This design comes from an exercise in tuning for small area, a short achievable clock period and few clock cycles per item on the open sky130 flow, not from production work.
At most, simulation tests tie the RTL to the original design; equivalence was not proved.
Power and IR drop assume default switching activity.

==> flow/design.v (excerpt) <==
module quadrature_decoder_velocity_core
(
    input  wire logic      clk,
    input  wire logic      rst_n,
    input  wire logic      in_valid,
    output logic           in_stall,
    input  wire logic [35:0] in_data_bits,
    output logic           out_valid,
    input  wire logic      out_stall,
    output logic [64:0]    out_data_bits
);
    localparam int FD = 16;              
    localparam int MW = 45;              
    localparam logic [MW-1:0] SCALE    = MW'(15625);              
    localparam logic [MW-1:0] MAG_MAX1 = MW'(45'h1e847fffc2f7);   
    localparam logic [MW-1:0] MAG_MAX2 = MW'(45'h1e847fff85ee);   
    localparam logic [1:0] C_QRY = 2'd0;
    localparam logic [1:0] C_UP  = 2'd1;
    localparam logic [1:0] C_DN  = 2'd2;
    localparam logic [1:0] C_RST = 2'd3;
    logic        ivalid;
    logic [34:0] ibuf;           
    logic        eqz;            
    logic        stall_r;
    logic        proc;           
    logic        in_fire;
    logic [1:0]  in_op;
    logic [31:0] in_time;
    logic        in_up;
    logic        is_query;
    assign in_op    = ibuf[34:33];
    assign in_time  = ibuf[31:0];
    assign in_up    = ibuf[32];
    assign is_query = (in_op == qdv_pkg::OP_QUERY);
    assign in_stall = stall_r;
    assign in_fire  = in_valid && !stall_r;
    logic [1:0]  fifo_mem [FD];
    logic [4:0]  fcnt;
    logic        fne, ffull;     
    logic [1:0]  head;
    logic [1:0]  push_code;
    logic        pop;
    assign head = fifo_mem[0];
    logic          msgn;
    logic [MW-1:0] mag;
    logic          mzero, mmin, mmax;    
    logic [31:0]   snap_time;
    logic [31:0]   dt_now;
    logic          snap_upd;             
  ...
Size: roughly 330 flip-flops, about 110 I/O pins.
Settings: LEC_CHECK=0, CAP_MARGIN=20, CORE_MARGIN=2, CORE_UTILIZATION=55, PLACE_DENSITY=0.65, SETUP_SLACK_MARGIN=4.4, SLEW_MARGIN=20; clock period 8.0 ns.
run.sh (not shown) runs the stock make flow with config.mk's settings and CLKGATE_MAP_FILE= SYNTH_SCRIPT=/design/flow/synth_recipe.tcl, a recipe that flattens the netlist after the stock synthesis.
Testbench counts at the start, summed over its fixed seeds: cycles 32,309, items 24,063.
Edit:
--- a/flow/design.v
+++ b/flow/design.v
@@ -249,43 +249,49 @@
     always_comb
     begin
         logic [31:0] m16, m8, m4, m2;
         for (int j = 0; j < 32; j++)
         begin
             m16[j] = (j + 16 >= 32) ? 1'b1 : dv_hi[(j + 16) % 32];
             m8[j]  = (j + 8 >= 32) ? 1'b1 : dv_hi[(j + 8) % 32];
             m4[j]  = (j + 4 >= 32) ? 1'b1 : dv_hi[(j + 4) % 32];
             m2[j]  = (j + 2 >= 32) ? 1'b1 : dv_hi[(j + 2) % 32];
         end
-        skip16 = !rneg && (cnt >= 6'd16) && ((rem[31:0] & m16) == '0) && ((sq[32:17] & dv_hi[15:0]) == '0);
-        skip8  = !rneg && (cnt >= 6'd8)  && ((rem[31:0] & m8) == '0)  && ((sq[32:25] & dv_hi[7:0]) == '0);
-        skip4  = !rneg && (cnt >= 6'd4)  && ((rem[31:0] & m4) == '0)  && ((sq[32:29] & dv_hi[3:0]) == '0);
-        skip2  = !rneg && (cnt >= 6'd2)  && ((rem[31:0] & m2) == '0)  && ((sq[32:31] & dv_hi[1:0]) == '0);
+        skip16 = !rneg && (cnt > 6'd16) && ((rem[31:0] & m16) == '0) && ((sq[32:17] & dv_hi[15:0]) == '0);
+        skip8  = !rneg && (cnt > 6'd8)   && ((rem[31:0] & m8) == '0)  && ((sq[32:25] & dv_hi[7:0]) == '0);
+        skip4  = !rneg && (cnt > 6'd4)   && ((rem[31:0] & m4) == '0)  && ((sq[32:29] & dv_hi[3:0]) == '0);
+        skip2  = !rneg && (cnt > 6'd2)   && ((rem[31:0] & m2) == '0)  && ((sq[32:31] & dv_hi[1:0]) == '0);
     end
     qdv_add #(.N(34)) u_trial (.a({rem, sq[32]}),
         .b(rneg ? {2'b00, dv} : ~{2'b00, dv}), .ci(!rneg), .y(trial), .co());
     assign qbit = !trial[33];
-    logic [31:0] quo, quo_t, quo_neg;
-    logic [31:0] vel;
+    logic        qlast;
+    logic        fin_now;        
+    logic        qb;
+    logic [30:0] qh, qh_t, qh_neg;
+    logic [31:0] vel, negv;
     logic        vsat;
-    assign quo = sq[31:0];
-    qdv_pand #(.N(32)) u_neg (.x(~quo), .t(quo_t));
-    assign quo_neg = quo ^ ~quo_t;
-    assign vsat    = dsat || (quo[31] && (!dneg || !quo_t[31]));
+    assign fin_now = busy && !done && (cnt == 6'd1);
+    assign qb      = fin_now ? qbit : qlast;
+    assign qh      = sq[30:0];
+    qdv_pand #(.N(31)) u_neg (.x(~qh), .t(qh_t));
+    assign qh_neg  = qh ^ ~qh_t;
+    assign negv    = qb ? {~qh, 1'b1} : {qh_neg, 1'b0};
+    assign vsat    = dsat || (qh[30] && (!dneg || qb || (qh[29:0] != '0)));
     always_comb
     begin
         if (dzero)
             vel = '0;
         else if (vsat)
             vel = dneg ? 32'h8000_0000 : 32'h7fff_ffff;
         else
-            vel = dneg ? quo_neg : quo;
+            vel = dneg ? negv : {qh, qb};
     end
     always_ff @(posedge clk or negedge rst_n)
     begin
         if (!rst_n)
             done <= 1'b0;
         else if (proc && is_query)
             done <= eqz;
         else if (pop && head == C_QRY)
             done <= 1'b0;
         else if (busy && !done)
@@ -332,20 +338,25 @@
                 rem <= {rem[28:0], sq[32:29]};
                 sq  <= {sq[28:0], 4'd0};
                 cnt <= cnt - 6'd4;
             end
             else if (skip2)
             begin
                 rem <= {rem[30:0], sq[32:31]};
                 sq  <= {sq[30:0], 2'd0};
                 cnt <= cnt - 6'd2;
             end
+            else if (cnt == 6'd1)
+            begin
+                qlast <= qbit;
+                cnt   <= 6'd0;
+            end
             else
             begin
                 rem <= trial[32:0];
                 sq  <= {sq[31:0], qbit};
                 cnt <= cnt - 6'd1;
                 if (cnt == 6'd33 && qbit)
                     dsat <= 1'b1;
             end
         end
     end
@@ -359,21 +370,21 @@
     qdv_pand #(.N(32)) u_tick_d (.x(~otick), .t(tick_td));
     always_comb
     begin
         case (head)
             C_UP:    tick_next = otick ^ tick_ti;
             C_DN:    tick_next = otick ^ tick_td;
             C_RST:   tick_next = '0;
             default: tick_next = otick;
         endcase
     end
-    assign hok = fne && (head != C_QRY || done);
+    assign hok = fne && (head != C_QRY || done || fin_now);
     assign pop = hok && (!ovalid || !out_stall);
     always_ff @(posedge clk or negedge rst_n)
     begin
         if (!rst_n)
         begin
             ovalid <= 1'b0;
             otick  <= '0;
         end
         else
         begin
The new run completed with no timing, DRC or antenna violations. Synthesized area grows by about 2%. Die area grows by about 2%. Clock power shrinks by about 2%. Core utilization grows by 6.4 points. Clock-buffer cell count grows by 2. Register-to-register slack degrades by 1.3 ns. Wire length grows by about 24%. Critical path depth grows by 5. Flip-flop and latch count grows by 1. Total power grows by about 28%.
Function not checked in the second run of this note: the RTL went through the layout flow alone.

## static timing again, ports no longer ideal
How much do the figures lean on ideal ports? The routed layouts below were timed once more, with nothing changed but the port constraints. Step 1 (the two cells are an assumption about what drives the block):
set clk [get_ports {clk}]
set_driving_cell -lib_cell sky130_fd_sc_hd__clkbuf_16 $clk
set_driving_cell -lib_cell sky130_fd_sc_hd__buf_2 [delete_from_list [all_inputs] $clk]
Step 2 also shifts input and output timing later by t, the mid clock arrival at the registers, as if the neighbouring blocks saw the same clock. Slacks: ideal / step 1 / step 2; pairs: ideal / step 1.
run | t, ns | setup WS [ns] | hold slack, ns | worst setup path at the end | slew at the worst register clock pin (ns)
the first run | 0.620 | 4.403 / 4.403 / 4.156 | 0.510 / 0.510 / 0.510 | input to register | 0.06 / 0.06
the second run | 0.651 | 3.076 / 3.076 / 3.076 | 0.513 / 0.513 / 0.513 | register to register | 0.07 / 0.07
After both steps every run listed still meets setup and hold. For the first run, which loses most, drivers alone change the setup slack by 0.000 ns; drivers and shift together by -0.247 ns.
